From an optimization exercise on the open Yosys and OpenROAD flow, aimed at small area; shortcuts taken in it are not production practice. The RTL was checked by simulation tests, not by an equivalence proof against the original design. Power figures rest on the tool's default switching activity, not on a simulated workload.

==> flow/design.v <==
`default_nettype none
module mips_cpu_harvard (
    input  logic               clk,
    input  logic               reset,
    output logic                     active,
    output logic [32-1:0]       register_v0,
    input  logic               clk_enable,
    output logic [32-1:0]       instr_address,
    input  logic [32-1:0] instr_readdata,
    output logic [32-1:0]       data_address,
    output logic                     data_write,
    output logic                     data_read,
    output logic [32-1:0]       data_writedata,
    input  logic [32-1:0] data_readdata
);
    logic [31:0] pc;
    logic        pend;           
    logic [31:0] tgt;            
    logic        halted;
    logic [31:0] regs [1:31];    
    logic [31:0] instr;
    assign instr = instr_readdata;
    logic [5:0] op, fn;
    logic [4:0] rs, rt, rd, sh;
    logic [15:0] imm;
    assign op = instr[31:26];
    assign fn = instr[5:0];
    assign rs = instr[25:21];
    assign rt = instr[20:16];
    assign rd = instr[15:11];
    assign sh = instr[10:6];
    assign imm = instr[15:0];
    logic is_special, is_regimm, is_j, is_beq, is_bne, is_blez, is_bgtz;
    logic is_addiu, is_slti, is_sltiu, is_andi, is_ori, is_xori, is_lui, is_lw, is_sw;
    assign is_special = op == 6'b000000;
    assign is_regimm  = op == 6'b000001;
    assign is_j       = op == 6'b000010;
    assign is_beq     = op == 6'b000100;
    assign is_bne     = op == 6'b000101;
    assign is_blez    = op == 6'b000110;
    assign is_bgtz    = op == 6'b000111;
    assign is_addiu   = op == 6'b001001;
    assign is_slti    = op == 6'b001010;
    assign is_sltiu   = op == 6'b001011;
    assign is_andi    = op == 6'b001100;
    assign is_ori     = op == 6'b001101;
    assign is_xori    = op == 6'b001110;
    assign is_lui     = op == 6'b001111;
    assign is_lw      = op == 6'b100011;
    assign is_sw      = op == 6'b101011;
    logic f_sll, f_srl, f_sra, f_sllv, f_srlv, f_srav, f_jr;
    logic f_addu, f_subu, f_and, f_or, f_xor, f_slt, f_sltu;
    assign f_sll  = is_special && fn == 6'b000000;
    assign f_srl  = is_special && fn == 6'b000010;
    assign f_sra  = is_special && fn == 6'b000011;
    assign f_sllv = is_special && fn == 6'b000100;
    assign f_srlv = is_special && fn == 6'b000110;
    assign f_srav = is_special && fn == 6'b000111;
    assign f_jr   = is_special && fn == 6'b001000;
    assign f_addu = is_special && fn == 6'b100001;
    assign f_subu = is_special && fn == 6'b100011;
    assign f_and  = is_special && fn == 6'b100100;
    assign f_or   = is_special && fn == 6'b100101;
    assign f_xor  = is_special && fn == 6'b100110;
    assign f_slt  = is_special && fn == 6'b101010;
    assign f_sltu = is_special && fn == 6'b101011;
    logic r_shl, r_shr, r_sha, r_shv, r_add, r_sub, r_and, r_or, r_xor, r_slt, r_sltu;
    assign r_shl  = f_sll | f_sllv | is_lui;
    assign r_shr  = f_srl | f_srlv | f_sra | f_srav;
    assign r_sha  = f_sra | f_srav;
    assign r_shv  = f_sllv | f_srlv | f_srav;
    assign r_add  = f_addu | is_addiu;
    assign r_sub  = f_subu;
    assign r_and  = f_and | is_andi;
    assign r_or   = f_or | is_ori;
    assign r_xor  = f_xor | is_xori;
    assign r_slt  = f_slt | is_slti;
    assign r_sltu = f_sltu | is_sltiu;
    logic use_imm, imm_zext, imm_op, wr_req;
    assign imm_op   = is_addiu | is_slti | is_sltiu | is_andi | is_ori | is_xori | is_lui;
    assign use_imm  = imm_op | is_lw | is_sw;
    assign imm_zext = is_andi | is_ori | is_xori | is_lui;
    assign wr_req   = imm_op | is_lw | r_shl & is_special | r_shr | r_sub | f_addu
                    | f_and | f_or | f_xor | f_slt | f_sltu;
    logic step, running;
    assign running = !halted;
    assign step = running && clk_enable && (pc != 32'h0);
    logic [31:0] a, rt_data;
    logic [991:0] qflat;
    always_comb for (int i = 1; i < 32; i++) qflat[(i-1)*32 +: 32] = regs[i];
    rf_rd u_rd_rs (.ad(rs), .q(qflat), .d(a));
    rf_rd u_rd_rt (.ad(rt), .q(qflat), .d(rt_data));
    assign register_v0 = regs[2];
    assign data_writedata = rt_data;
    logic [31:0] sum, wd, p;
    logic        cout, sub, nrst;
    logic [4:0]  sa;
    assign sub  = r_sub | r_slt | r_sltu;
    assign sa   = is_lui ? 5'd16 : (r_shv ? a[4:0] : sh);
    assign nrst = !reset;
    alu_dp u_alu (
        .a       (a),
        .rt      (rt_data),
        .drd     (data_readdata),
        .imm     (imm),
        .use_imm (use_imm),
        .ext     (!imm_zext && imm[15]),
        .sub     (sub),
        .left    (r_shl),
        .arith   (r_sha),
        .sa      (sa),
        .s_ld    (nrst && is_lw),
        .s_sum   (nrst && (r_add || r_sub)),
        .s_px    (nrst && (r_xor || r_or)),
        .s_g     (nrst && (r_and || r_or)),
        .s_sr    (nrst && r_shr),
        .s_sl    (nrst && r_shl),
        .nslt    (!(nrst && r_slt)),
        .nsltu   (!(nrst && r_sltu)),
        .sum     (sum),
        .wd      (wd),
        .p       (p),
        .cout    (cout)
    );
    assign data_address = sum;
    assign data_read  = step && is_lw;
    assign data_write = step && is_sw;
    logic [4:0]  wa;
    logic        we;
    assign wa = (imm_op | is_lw) ? rt : rd;
    assign we = step && wr_req;
    always_ff @(posedge clk) begin
        for (int i = 1; i < 32; i++) begin
            if (reset || (we && wa == 5'(i))) regs[i] <= wd;
        end
    end
    logic eq, rs_zero, rs_neg, taken;
    logic [31:0] pc4, btgt, ttgt;
    assign eq = (p == 32'h0);    
    assign rs_zero = (a == 32'h0);
    assign rs_neg = a[31];
    assign taken = is_beq & eq | is_bne & !eq
                 | is_blez & (rs_neg | rs_zero) | is_bgtz & !(rs_neg | rs_zero)
                 | is_regimm & (rt[4:1] == 4'h0) & (rt[0] ^ rs_neg)
                 | is_j | f_jr;
    assign pc4 = pc + 32'd4;
    assign btgt = pc4 + {{14{imm[15]}}, imm, 2'b00};
    assign ttgt = f_jr ? a : (is_j ? {pc4[31:28], instr[25:0], 2'b00} : btgt);
    assign instr_address = pc;
    assign active = running;
    always_ff @(posedge clk) begin
        if (reset) begin
            pc <= 32'hBFC0_0000;
            pend <= 1'b0;
            halted <= 1'b0;
        end else if (step) begin
            pc <= pend ? tgt : pc4;
            pend <= taken;
        end else if (running && clk_enable) begin
            halted <= 1'b1;
        end
    end
    always_ff @(posedge clk) begin
        if (step && taken) tgt <= ttgt;
    end
endmodule
`default_nettype wire
`default_nettype none
module rf_rd (
    input  logic [4:0]   ad,
    input  logic [991:0] q,
    output logic [31:0]  d
);
    always_comb begin
        d = '0;
        for (int i = 1; i < 32; i++) d = d | ({32{ad == 5'(i)}} & q[(i-1)*32 +: 32]);
    end
endmodule
`default_nettype wire
`default_nettype none
module alu_dp (
    input  logic [31:0] a,
    input  logic [31:0] rt,
    input  logic [31:0] drd,
    input  logic [15:0] imm,
    input  logic        use_imm,
    input  logic        ext,
    input  logic        sub,
    input  logic        left,
    input  logic        arith,
    input  logic [4:0]  sa,
    input  logic        s_ld,
    input  logic        s_sum,
    input  logic        s_px,
    input  logic        s_g,
    input  logic        s_sr,
    input  logic        s_sl,
    input  logic        nslt,
    input  logic        nsltu,
    output logic [31:0] sum,
    output logic [31:0] wd,
    output logic [31:0] p,
    output logic        cout
);
    logic [31:0] b, bx, g, sin, r, rrev;
    logic        fill, lt_s, ltbit;
    assign b  = use_imm ? {{16{ext}}, imm} : rt;
    assign bx = b ^ {32{sub}};
    assign {cout, sum} = {1'b0, a} + {1'b0, bx} + {32'h0, sub};
    assign p = a ^ bx;
    assign g = a & bx;
    assign fill = arith & bx[31];
    always_comb for (int i = 0; i < 32; i++) sin[i] = left ? bx[31-i] : bx[i];
    assign r = 32'($signed({fill, sin}) >>> sa);
    always_comb for (int i = 0; i < 32; i++) rrev[i] = r[31-i];
    assign lt_s  = p[31] ? sum[31] : a[31];
    assign ltbit = !nslt && lt_s || !nsltu && !cout;
    assign wd = ({32{s_ld}} & drd) | ({32{s_sum}} & sum) | ({32{s_px}} & p) | ({32{s_g}} & g)
              | ({32{s_sr}} & r) | ({32{s_sl}} & rrev) | {31'h0, ltbit};
endmodule
`default_nettype wire
==> flow/flow/run.sh <==
#!/bin/bash
# Standard ORFS layout, with some modules of the design replaced by hand-mapped
# sky130hd gate-level versions (written by flow/gen_gates.py), which synthesis
# keeps as they are. Ports get the smallest plain buffer. Global routing keeps
# more of met1/met2 free for pin access (flow/fastroute.tcl).
set -euo pipefail
mkdir -p gates
python3 flow/gen_gates.py gates > gen_gates.log 2>&1
python3 flow/swap.py design.v design_mapped.v gates/*_gates.v > swap.log 2>&1
bash standard.sh VERILOG_FILES=$PWD/design_mapped.v \
    BUFFER_PORTS_ARGS="-buffer_cell sky130_fd_sc_hd__buf_1" \
    FASTROUTE_TCL=$PWD/flow/fastroute.tcl finish > standard_flow.log 2>&1
==> flow/flow/fastroute.tcl <==
# Global routing: reserve more of met1/met2 for cell pin access, so that
# signal wiring moves up to the lightly used met3/met4
set_global_routing_layer_adjustment met1 0.7
set_global_routing_layer_adjustment met2 0.45
set_global_routing_layer_adjustment met3-$::env(MAX_ROUTING_LAYER) 0.2

set_routing_layers -clock $::env(MIN_CLK_ROUTING_LAYER)-$::env(MAX_ROUTING_LAYER)
set_routing_layers -signal $::env(MIN_ROUTING_LAYER)-$::env(MAX_ROUTING_LAYER)
==> flow/flow/gen_gates.py <==
#!/usr/bin/env python3
"""gen_gates.py [DIR]: writes the hand-mapped sky130hd gate-level modules that
flow/run.sh puts in place of the RTL modules of the same name, into DIR:
  rf_rd_gates.v   rf_rd: one register-file read port (one-hot AND-OR)
  alu_dp_gates.v  alu_dp: operand mux, adder, shifter, result and write-back mux
flow/run.sh runs it at layout time."""

P = "sky130_fd_sc_hd__"


class M:
    def __init__(self, head):
        self.L = list(head)
        self.n = 0

    def wire(self, *names):
        self.L.append("  wire %s;" % ", ".join(names))

    def cell(self, kind, **pins):
        self.n += 1
        conns = ", ".join(".%s(%s)" % (k, v) for k, v in pins.items())
        self.L.append("  %s%s g%d (%s);" % (P, kind, self.n, conns))

    def text(self):
        return "\n".join(self.L + ["endmodule"]) + "\n"


def rf_rd():
    m = M(["module rf_rd (ad, q, d);",
           "  input [4:0] ad;", "  input [991:0] q;", "  output [31:0] d;",
           "  wire [4:0] adn;", "  wire [3:0] hi;", "  wire [7:0] lo;", "  wire [31:1] sel;"])
    for b in range(5):
        m.cell("inv_1", A="ad[%d]" % b, Y="adn[%d]" % b)

    def lit(k, bit):
        return ("adn[%d]" if (k >> bit) & 1 else "ad[%d]") % bit

    for k in range(4):
        m.cell("nor2_1", A=lit(k << 3, 4), B=lit(k << 3, 3), Y="hi[%d]" % k)
    for k in range(8):
        m.cell("nor3_1", A=lit(k, 2), B=lit(k, 1), C=lit(k, 0), Y="lo[%d]" % k)
    for i in range(1, 32):
        m.cell("and2_4", A="hi[%d]" % (i >> 3), B="lo[%d]" % (i & 7), X="sel[%d]" % i)

    def q(i, b):
        return "q[%d]" % ((i - 1) * 32 + b)

    for b in range(32):
        t = ["t%d_%d" % (b, g) for g in range(11)]
        u = ["u%d_%d" % (b, k) for k in range(3)]
        m.wire(*(t + u))
        for g in range(10):
            r = [1 + 3 * g, 2 + 3 * g, 3 + 3 * g]
            m.cell("a222oi_1", A1="sel[%d]" % r[0], A2=q(r[0], b), B1="sel[%d]" % r[1],
                   B2=q(r[1], b), C1="sel[%d]" % r[2], C2=q(r[2], b), Y=t[g])
        m.cell("nand2_1", A="sel[31]", B=q(31, b), Y=t[10])
        m.cell("nand4_1", A=t[0], B=t[1], C=t[2], D=t[3], Y=u[0])
        m.cell("nand4_1", A=t[4], B=t[5], C=t[6], D=t[7], Y=u[1])
        m.cell("nand3_1", A=t[8], B=t[9], C=t[10], Y=u[2])
        m.cell("or3_1", A=u[0], B=u[1], C=u[2], X="d[%d]" % b)
    return m.text()


def alu_dp():
    ports = ["a", "rt", "drd", "imm", "use_imm", "ext", "sub", "left", "arith", "sa",
             "s_ld", "s_sum", "s_px", "s_g", "s_sr", "s_sl", "nslt", "nsltu",
             "sum", "wd", "p", "cout"]
    m = M(["module alu_dp (%s);" % ", ".join(ports),
           "  input [31:0] a, rt, drd;", "  input [15:0] imm;",
           "  input use_imm, ext, sub, left, arith;", "  input [4:0] sa;",
           "  input s_ld, s_sum, s_px, s_g, s_sr, s_sl, nslt, nsltu;",
           "  output [31:0] sum, wd, p;", "  output cout;",
           "  wire [31:0] bn, bx, g;", "  wire [32:0] c;", "  wire fill_t, fill_n, nlts, ltbit;"])
    # operand b, xor sub
    for i in range(32):
        immx = "imm[%d]" % i if i < 16 else "ext"
        m.cell("mux2i_1", A0="rt[%d]" % i, A1=immx, S="use_imm", Y="bn[%d]" % i)
        m.cell("xnor2_1", A="bn[%d]" % i, B="sub", Y="bx[%d]" % i)
        m.cell("xor2_1", A="a[%d]" % i, B="bx[%d]" % i, X="p[%d]" % i)
    # ripple carry, alternating polarity: c[i] is true for even i, inverted for
    # odd i. Bits 0-15 ripple from sub; bits 16-31 ripple from 0 (c0) and take
    # the carry into bit 16 through their group propagate (carry increment).
    m.L.append("  assign c[0] = sub;")

    def gp(i, cin, cout_, sum_):
        # one ripple stage; cin/cout_ polarity as above; sum_ None: no sum cell
        if i % 2 == 0 and i != 16:
            m.cell("and2_1", A="a[%d]" % i, B="bx[%d]" % i, X="g[%d]" % i)
            m.cell("a21oi_1", A1="p[%d]" % i, A2=cin, B1="g[%d]" % i, Y=cout_)
            if sum_:
                m.cell("xor2_1", A="p[%d]" % i, B=cin, X=sum_)
        else:
            gn, tn = "gn%d" % i, "tn%d" % i
            m.wire(gn, tn)
            m.cell("nand2_1", A="a[%d]" % i, B="bx[%d]" % i, Y=gn)
            m.cell("inv_1", A=gn, Y="g[%d]" % i)
            if i == 16:
                # carry in is 0: carry out (inverted) is gn
                m.L.append("  assign %s = %s;" % (cout_, gn))
                m.cell("xor2_1", A="p[16]", B=cin, X=sum_)
                return
            m.cell("nor2_1", A="a[%d]" % i, B="bx[%d]" % i, Y=tn)
            m.cell("a21oi_1", A1=gn, A2=cin, B1=tn, Y=cout_)
            if sum_:
                m.cell("xnor2_1", A="p[%d]" % i, B=cin, Y=sum_)

    for i in range(16):
        gp(i, "c[%d]" % i, "c[%d]" % (i + 1), "sum[%d]" % i)
    m.wire(*["c0_%d" % i for i in range(17, 33)])
    m.wire(*["pp%d" % i for i in range(17, 33)])
    m.wire(*["hc%d" % i for i in range(17, 33)])
    gp(16, "c[16]", "c0_17", "sum[16]")
    for i in range(17, 32):
        gp(i, "c0_%d" % i, "c0_%d" % (i + 1), None)
    m.L.append("  assign pp17 = p[16];")
    for i in range(18, 33):
        m.cell("and2_1", A="pp%d" % (i - 1), B="p[%d]" % (i - 1), X="pp%d" % i)
    for i in range(17, 33):
        if i % 2 == 0:
            m.cell("a21o_1", A1="pp%d" % i, A2="c[16]", B1="c0_%d" % i, X="c[%d]" % i)
        else:
            m.cell("nand2_1", A="pp%d" % i, B="c[16]", Y="hc%d" % i)
            m.cell("nand2_1", A="c0_%d" % i, B="hc%d" % i, Y="c[%d]" % i)
        if i < 32:
            m.cell("xor2_1", A="p[%d]" % i, B="c[%d]" % i, X="sum[%d]" % i)
    m.L.append("  assign cout = c[32];")
    # shifter: reverse stage then five mux2i stages (polarity flips at each)
    m.cell("and2_1", A="arith", B="bx[31]", X="fill_t")
    m.cell("nand2_1", A="arith", B="bx[31]", Y="fill_n")
    x = ["x0_%d" % i for i in range(32)]
    m.wire(*x)
    for i in range(32):
        m.cell("mux2i_1", A0="bx[%d]" % i, A1="bx[%d]" % (31 - i), S="left", Y=x[i])
    inv = True  # x holds the inverted value
    for k in range(5):
        s = 1 << k
        y = ["x%d_%d" % (k + 1, i) for i in range(32)]
        m.wire(*y)
        fill = "fill_n" if inv else "fill_t"
        for i in range(32):
            m.cell("mux2i_1", A0=x[i], A1=(x[i + s] if i + s < 32 else fill), S="sa[%d]" % k, Y=y[i])
        x = y
        inv = not inv
    assert not inv
    r = x
    # set-less-than bit
    m.cell("mux2i_1", A0="a[31]", A1="sum[31]", S="p[31]", Y="nlts")
    m.cell("o22ai_1", A1="nslt", A2="nlts", B1="nsltu", B2="cout", Y="ltbit")
    # write-back value
    for i in range(32):
        n = ["n%d_%d" % (i, k) for k in range(4)]
        m.wire(*n)
        if i == 0:
            m.cell("a21oi_1", A1="s_ld", A2="drd[0]", B1="ltbit", Y=n[0])
        else:
            m.cell("nand2_1", A="s_ld", B="drd[%d]" % i, Y=n[0])
        m.cell("nand2_1", A="s_sum", B="sum[%d]" % i, Y=n[1])
        m.cell("a22oi_1", A1="s_px", A2="p[%d]" % i, B1="s_g", B2="g[%d]" % i, Y=n[2])
        m.cell("a22oi_1", A1="s_sr", A2=r[i], B1="s_sl", B2=r[31 - i], Y=n[3])
        m.cell("nand4_1", A=n[0], B=n[1], C=n[2], D=n[3], Y="wd[%d]" % i)
    return m.text()


if __name__ == "__main__":
    import sys
    out = sys.argv[1] if len(sys.argv) > 1 else "."
    open(out + "/rf_rd_gates.v", "w").write(rf_rd())
    open(out + "/alu_dp_gates.v", "w").write(alu_dp())
==> flow/flow/swap.py <==
#!/usr/bin/env python3
"""swap.py IN.v OUT.v GATES.v...: replace each module in IN.v that a GATES.v file
defines with that file's gate-level version."""
import re, sys

src = open(sys.argv[1]).read()
for g in sys.argv[3:]:
    text = open(g).read()
    name = re.search(r"^module\s+(\w+)", text, re.M).group(1)
    pat = re.compile(r"^\s*module\s+%s\b.*?^\s*endmodule\b[^\n]*\n" % name, re.M | re.S)
    src, k = pat.subn(lambda m: text, src)
    if k != 1:
        sys.exit("module %s found %d times" % (name, k))
    print("replaced", name)
open(sys.argv[2], "w").write(src)
==> flow/standard.sh <==
#!/bin/bash
# synth_recipe.tcl (not shown) runs the flow's synth.tcl, then flattens the netlist and writes it again
# the make line also repeats each setting of config.mk as NAME=value (left out here)
make -C /OpenROAD-flow-scripts/flow DESIGN_CONFIG=/design/flow/config.mk WORK_HOME=/design/flow/orfs CLKGATE_MAP_FILE= SYNTH_SCRIPT=/design/flow/synth_recipe.tcl "${@:-finish}"
==> flow/config.mk <==
export PLATFORM = sky130hd
export DESIGN_NAME = mips_cpu_harvard
export DESIGN_NICKNAME = mips_cpu_harvard
export VERILOG_FILES = /design/flow/design.v
export SDC_FILE = /design/flow/constraint.sdc
export NUM_CORES = 4
export LEC_CHECK = 0
export ABC_CLOCK_PERIOD_IN_PS = 7000
export CAP_MARGIN = 20
export CORE_MARGIN = 2
export CORE_UTILIZATION = 60
export CTS_BUF_LIST = sky130_fd_sc_hd__clkbuf_16
export CTS_CLUSTER_DIAMETER = 70
export CTS_CLUSTER_SIZE = 20
export PLACE_DENSITY = 0.72
export SLEW_MARGIN = 20
==> flow/constraint.sdc <==
create_clock -name core_clock -period 14.0 [get_ports {clk}]
set_input_delay 2.8000 -clock core_clock [delete_from_list [all_inputs] [get_ports {clk}]]
set_output_delay 2.8000 -clock core_clock [all_outputs]
set_load 0.01 [all_outputs]
==> key figures, run 1 <==
Cells and area
  – Filler cells: 5721
  – Layout net count: between 3000 and 4000
  – Area delta synth->final: 10.0%
  – Final Util: 66.7%
  – Share of post-route cells with drive strength above 1: under 10%
  – Final Cell Area: roughly 0.055 mm2

Outcome
  – Status: timing/DRC/antenna clean

CTS
  – CTS resizes: 0
  – Clk latency of the worst-skew pair: 0.68 ns
  – CTS root buf: clkbuf_16
  – Hold-fix buffer count after cts: 0
  – Worst-path clk slew: roughly 0.080 ns
  – Postcts setup bufs: 0
  – CTS tree: yes
  – CTS Buf Count: 66
  – Clock tree buffer depth: 3
  – H-tree level count: 3
  – Clock sinks: ~1100

Global routing
  – Initial antenna violation count: 27
  – GRT Util Overall: about two thirds
  – Vias in the first global route: ~47000
  – First-pass GRT wire length: approximately 290000 um
  – Congestion Overflow GR: 0
  – Largest net degree at the start of global routing: slightly below 70

Detailed routing
  – First-pass detailed-route iteration total: 20
  – Post-DRT Antenna Nets: 0
  – Initial DRC count: between 5000 and 6000
  – Residual DRC: 0
  – Vias: between 40000 and 50000
  – Post-Route WL: between 150000 and 200000 um
  – Average wire per standard cell: 40.6 um
  – DR vias/cell: around 8.3

Die
  – DIE WIDTH: about 290 um
  – Die Height: approximately 300 um
  – Rows: between 100 and 150
  – Starting Density: roughly 60%
  – Core footprint: slightly above 0.08 mm2
  – Top Ports: 198
  – Die area: about 0.085 mm2

Logic synthesis
  – Syn_nets: 3576
  – Synth Flop Type: edfxtp_1
  – Warnings from Yosys: 2
  – Synth area leader: edfxtp_1
  – Top-count cell post-synth: edfxtp_1
  – Synth async-reset ratio: 0%
  – Top cells by area, synth: edfxtp_1 (62%), a222oi_1 (13%), mux2i_1 (4.9%), nand4_1 (2.2%), nand2_1 (1.7%)
  – Synth top cells by count: edfxtp_1 (1024), a222oi_1 (640), mux2i_1 (243)
  – Yosys reg bits: roughly 1100
  – Netlist Area Pre-Place: between 0.04 and 0.05 mm2
  – Avg Synthesized Cell Area: between 10 and 15 um2
  – Gate Count Post-Synth: 3477
  – Distinct cells, synth: 66
  – Number of synthesized flops with an enable pin: 1024
  – Post-synth top area share: between 60% and 70%
  – Seq/Total Area, Yosys: roughly 63%

STA
  – Final worst path period share: between 90% and 100%
  – F_max: around 76 MHz
  – Slew @ Worst Pin: approximately 1.1 ns
  – Finish-stage setup viols: 0
  – Hold Violations, Final: 0
  – Max Slew Vio Count: 0
  – RSZ-0062 raised after global routing: no
  – Final TNS setup: 0 ns
  – Slew headroom: about 29%
  – Final Critical Period: ~13 ns
  – Clk_skew: 0.0802 ns

Setup path
  – Worst Setup Start Kind: input port
  – Delay-heaviest family, CP: compound AO/OA/AOI/OAI gates
  – CP max-delay cell: nor3_1
  – Buf/Inv on CP: 4
  – Critical path peak fanout: 23
  – Setup CP Type: input port to primary output
  – CP required: 11.20 ns
  – CP peak stage delay: 0.75 ns
  – RR Startpoint: regs[2][0]
  – Crit end category: primary output
  – Worst Setup SP: instr_readdata[17]
  – Crit path top cell by count: a21oi_1
  – Arr. time, crit path: slightly above 10 ns

Power
  – Register share of total power: approximately 55%
  – VDD IR max: between 0.00009 and 0.0001 V
  – Clk pwr share: 29.0%
  – Combinational Power Share: between 10% and 20%
  – Psw: 1940 uW
  – Leakage: 0.0192 uW
  – Int Pwr: approximately 4800 uW
  – Switching Share: between 20% and 30%
  – Power density over cell area: between 100 and 150 mW/mm2
  – Total power: 6770 uW

Place
  – Dpl hpwl: roughly 130000 um
  – Number of I/O port buffers: a little under 200
  – Post-DP Area: 0.0526 mm2
  – Routability-driven placement congestion ratio: 1.09

Worst hold path
  – Hold path start: tgt[6]
  – HP Class: flop to flop

Run
  – Number of max-cap violations: 0
-- metrics by stage --
step | hold WS [ns] | std cells | setup WS [ns]
finish | 0.500 | 4923 | 0.845
CTS | 0.503 | 4901 | 1.03
floorplan | 0.459 | 3477 | 0.849
global route | 0.539 | 4920 | 0.230
detailed placement | 0.486 | 4811 | 1.10
global placement | 0.477 | 4811 | 1.07
-- cell usage in the layout (no fill, tap or decap), drive strengths merged, types with 72 or more instances in the layout --
cell	n
a21oi	96
a222oi	640
a22oi	91
and2	100
buf	336
edfxtp	1024
mux2i	243
nand2	223
nand3	81
nand4	176
nor2	96
or3	72
xnor2	76
xor2	76
-- cell families (layout without fill, tap and decap cells) --
logic type                 count (synthesis)  in the layout  share of synthesized area [%]
buffers and inverters                    119            473                           1.16
muxes                                    244            244                           4.92
xor gates and xnor gates                 152            152                           2.68
adders and majority gates                 32             32                          0.821
other                                      0             22                              0
DFF                                     1058           1058                           63.2
and+or+nand+nor                          866            866                           9.42
AOI/OAI and AO/OA                       1006           1006                           17.7
-- power groups by stage --
stage | sequential (uW) | clock (uW) | combinational, uW
floorplan | 3770 | 0 | 575
global placement | 3780 | 0 | 1000
detailed placement | 3800 | 0 | 1010
CTS | 3730 | 1950 | 1010
global route | 3750 | 2070 | 1120
finish | 3730 | 1960 | 1080
-- cell type report --
class	count	area [um2]	area share, %
sequential	1058	31400	57.5
multi-input combinational	2300	17900	32.8
timing repair buffer	337	1790	3.28
clock buffer	67	1680	3.07
tap	1070	1340	2.45
clock inverter	23	255	0.467
inverter	46	173	0.316
antenna	22	55.1	0.101
-- worst register-to-register path: cells and delay by family, from the launching register on --
family                    cells  cell delay, ns
muxes                         2            0.40
DFF                           1            0.50
xor gates and xnor gates      3            0.82
AOI/OAI and AO/OA            19            3.94
buffers and inverters         2            0.56
and+or+nand+nor               5            0.99
-- final timing paths --
check,to,slack (ns),cells past startpoint
setup / recovery,data_address[31],0.84,31
hold / removal,pc[6],0.50,2
setup reg to reg,regs[17][0],6.53,31
hold reg to reg,pc[6],0.50,2
-- sequential cells by signal, indices dropped and copies added (netlist names) --
signal / count
regs: 992
pc: 32
tgt: 32
halted: 1
pend: 1
-- metal layers --
layer | global-route usage (%) | share of wire (%) | up-vias
li1 | - | - | 16100
met1 | 80.5 | 25 | 18500
met2 | 80.4 | 38 | 4706
met3 | 57.3 | 23 | 1432
met4 | 58.2 | 13 | 76
met5 | 32.2 | 1.5 | -
==> run 2: changes to the inputs <==
--- a/flow/config.mk
+++ b/flow/config.mk
@@ -10,7 +10,7 @@
 export CORE_MARGIN = 2
-export CORE_UTILIZATION = 60
+export CORE_UTILIZATION = 64
 export CTS_BUF_LIST = sky130_fd_sc_hd__clkbuf_16
-export CTS_CLUSTER_DIAMETER = 70
-export CTS_CLUSTER_SIZE = 20
-export PLACE_DENSITY = 0.72
+export CTS_CLUSTER_DIAMETER = 75
+export CTS_CLUSTER_SIZE = 23
+export PLACE_DENSITY = 0.74
 export SLEW_MARGIN = 20
==> key figures, run 2 <==
STA
  – Finish-stage setup viols: 0
  – Clk_skew: around 0.077 ns
  – Max Slew Vio Count: 0
  – Slew headroom: approximately 23%
  – Hold Slack: 0.518 ns
  – RSZ-0062 raised after global routing: no
  – Hold Violations, Final: 0
  – F_max: 75.1 MHz
  – Final Critical Period: ~13 ns
  – Final worst path period share: a little over nine tenths
  – Final worst slack: 0.678 ns
  – Slew @ Worst Pin: 1.15 ns
  – Final TNS setup: 0 ns

Setup path
  – Arr. time, crit path: ~11 ns
  – Crit path top cell by count: a21oi_1
  – RR Startpoint: regs[7][0]
  – R2r setup slk: around 6.6 ns
  – CP peak stage delay: about 0.76 ns
  – Critical path peak fanout: 32
  – Crit end category: primary output
  – Setup CP Type: input port to primary output
  – Worst Setup SP: instr_readdata[17]
  – Worst Setup Start Kind: input port
  – CP required: around 11 ns
  – CP max-delay cell: nor3_1

CTS
  – CTS Buf Count: between 50 and 60
  – CTS resizes: 0
  – CTS tree: yes
  – Postcts setup bufs: 0
  – Hold-fix buffer count after cts: 0
  – Clock tree buffer depth: 3
  – H-tree level count: 2
  – CTS root buf: clkbuf_16
  – Clock sinks: about 1100
  – Worst-path clk slew: roughly 0.090 ns
  – Clk latency of the worst-skew pair: about 0.70 ns

Cells and area
  – Layout net count: about 3900
  – Final Util: approximately 70%
  – Commonest non-fill, non-tap cell in the layout: edfxtp_1
  – Filler cells: 5145
  – Largest register FFs: ~990
  – Largest registers: regs: 992 flops, pc: 32 flops, tgt: 32 flops
  – Largest Register: regs
  – Area delta synth->final: 9.01%
  – Most frequent cells in the layout: edfxtp_1 (1024), a222oi_1 (640), mux2i_1 (243)
  – Share of post-route cells with drive strength above 1: 7.78%

Logic synthesis
  – Synth top cells by count: edfxtp_1 (1024), a222oi_1 (640), mux2i_1 (243)
  – Yosys reg bits: between 1000 and 1500
  – Synth Flop Type: edfxtp_1
  – Top cells by area, synth: edfxtp_1 (62%), a222oi_1 (13%), mux2i_1 (4.9%), nand4_1 (2.2%), nand2_1 (1.7%)
  – Synth Area in Simple Gates: a little under a tenth
  – Largest family of logic cells by synthesized area: compound AO/OA/AOI/OAI gates
  – Distinct cells, synth: 66
  – Post-synthesis compound-gate area fraction: 17.7%
  – Synth area leader: edfxtp_1
  – Top-count cell post-synth: edfxtp_1
  – Warnings from Yosys: 2
  – Post-synth top area share: 61.9%
  – Xor/xnor cell area share of the yosys netlist: between 2 and 3%
  – Netlist Area Pre-Place: around 0.05 mm2
  – Avg Synthesized Cell Area: 14.3 um2
  – Seq/Total Area, Yosys: approximately 63%
  – Multiplexer share of the synthesized area: ~4.9%
  – Number of synthesized flops with an enable pin: between 1000 and 1500
  – Synth async-reset ratio: 0%
  – Gate Count Post-Synth: approximately 3500
  – Synth Area in Adders: less than 1%
  – Syn_nets: ~3600

Detailed routing
  – Post-Route WL: roughly 200000 um
  – Initial DRC count: 5353
  – Average wire per standard cell: approximately 40 um
  – Vias: between 40000 and 50000
  – Post-DRT Antenna Nets: 0
  – First-pass detailed-route iteration total: 21
  – Residual DRC: 0
  – DR vias/cell: approximately 8.4

Global routing
  – Met2 Use GR: 85.6%
  – Initial antenna violation count: 41
  – Vias in the first global route: 47500
  – Largest net degree at the start of global routing: 74
  – First-pass GRT wire length: about 290000 um
  – GRT Util Overall: a little under three quarters
  – Congestion Overflow GR: 0
  – Met3 Usage GRT: between 60% and 70%
  – Global routing's busiest layer: met2
  – M1 GR Usage: between 80% and 90%

Worst hold path
  – Hold path start: tgt[0]
  – HP Class: flop to flop

Place
  – Routability-driven placement congestion ratio: between 1 and 1.5
  – Number of I/O port buffers: 197
  – Setup Slack @ Placement: roughly 1.2 ns
  – Dpl hpwl: 126000 um

Power
  – Power density over cell area: 120 mW/mm2
  – Int Pwr: 4640 uW
  – Switching Share: between 20 and 30%
  – Leakage: between 0.015 and 0.02 uW
  – VDD IR max: between 0.0001 and 0.00015 V
  – Psw: between 1500 and 2000 uW
  – Clk pwr share: 26.1%
  – Register share of total power: about 57%
  – Combinational Power Share: 16.4%

Die
  – Starting Density: between 60 and 70%
  – Die Height: around 280 um
  – DIE WIDTH: around 280 um
  – Rows: 102
  – Die area: 0.0799 mm2
  – Core footprint: between 0.07 and 0.08 mm2
  – Top Ports: a little under 200

Outcome
  – Status: timing/DRC/antenna clean

Run
  – Number of max-cap violations: 0
## run 2: path summary, 6_finish.rpt
| kind | end | cells after the start |
|---|---|---|
| setup / recovery | data_address[17] | 31 |
| hold / removal | pc[0] | 2 |
| setup reg to reg | regs[16][0] | 31 |
| hold reg to reg | pc[0] | 2 |
## run 2: logic make-up after synthesis
kind of cell	count (synthesis)
buffers and inverters	119
AO/OA/AOI/OAI	1006
flip-flops	1058
adder cells (fa/ha/maj)	32
multiplexers	244
AND/OR/NAND/NOR	866
XOR/XNOR	152
## run 2: routing by layer
metal  vias to the layer above  wire, um
met2                      4965     75600
met5                         -      2590
met3                      1527     44600
met1                     18500     49300
met4                        66     24000
li1                      16100         -
## run 2: final cells by class
class | instances | area, um2 | share of cell area (%)
Tap cell | 1040 | 1300 | 2.40
Sequential cell | 1058 | 31400 | 58.0
Clock inverter | 15 | 169 | 0.312
Multi-Input combinational cell | 2300 | 17900 | 33.1
Timing Repair Buffer | 319 | 1680 | 3.11
Clock buffer | 54 | 1350 | 2.49
Inverter | 46 | 173 | 0.319
Antenna cell | 51 | 128 | 0.236
## run 2: stage by stage
step / area, um2 / cells / total power, uW
floorplan: 49700 / 3477 / 4340
detailed placement: 52500 / 4762 / 4790
global placement: 52500 / 4760 / 4760
finish: 54200 / 4883 / 6510
CTS: 54000 / 4831 / 6410
global route: 54200 / 4875 / 6680
## run 2: power groups by stage
stage	Clock (uW)	Combinational [uW]	Sequential [uW]
after floorplan	0	575	3770
after global placement	0	976	3780
after detailed placement	0	990	3800
after CTS	1690	994	3730
after global routing	1810	1120	3750
final	1700	1070	3740
## run 2: critical path: cells and delay by family
family	cells	cell delay, ns
AOI/OAI and AO/OA	17	3.25
xor gates and xnor gates	3	0.98
buffers and inverters	4	1.17
muxes	1	0.12
and+or+nand+nor	6	2.18

[separate check: timing with driven ports]
Ports are ideal in the flow. The routed layouts listed here were re-timed in OpenROAD.
Step 1 assumes that a clkbuf_16 drives the clock port and a buf_2 every other input.
Step 2 times the ports against the registers' clock, not the clock port: input delays grow and output delays shrink by t, the midpoint of the rising clock arrivals with the driver on.
Slacks: ideal ports / drivers / drivers and shift; pairs: ideal ports / drivers.
run	shift t [ns]	setup WS [ns]	latest minus earliest clock arrival (ns)
run 1	0.705	0.845 / 0.811 / 0.811	0.081 / 0.080
run 2	0.734	0.678 / 0.647 / 0.647	0.077 / 0.078
After both steps setup and hold are still met in every run listed. For run 1, which loses most, drivers alone change the setup slack by -0.034 ns; drivers and shift together by -0.034 ns.
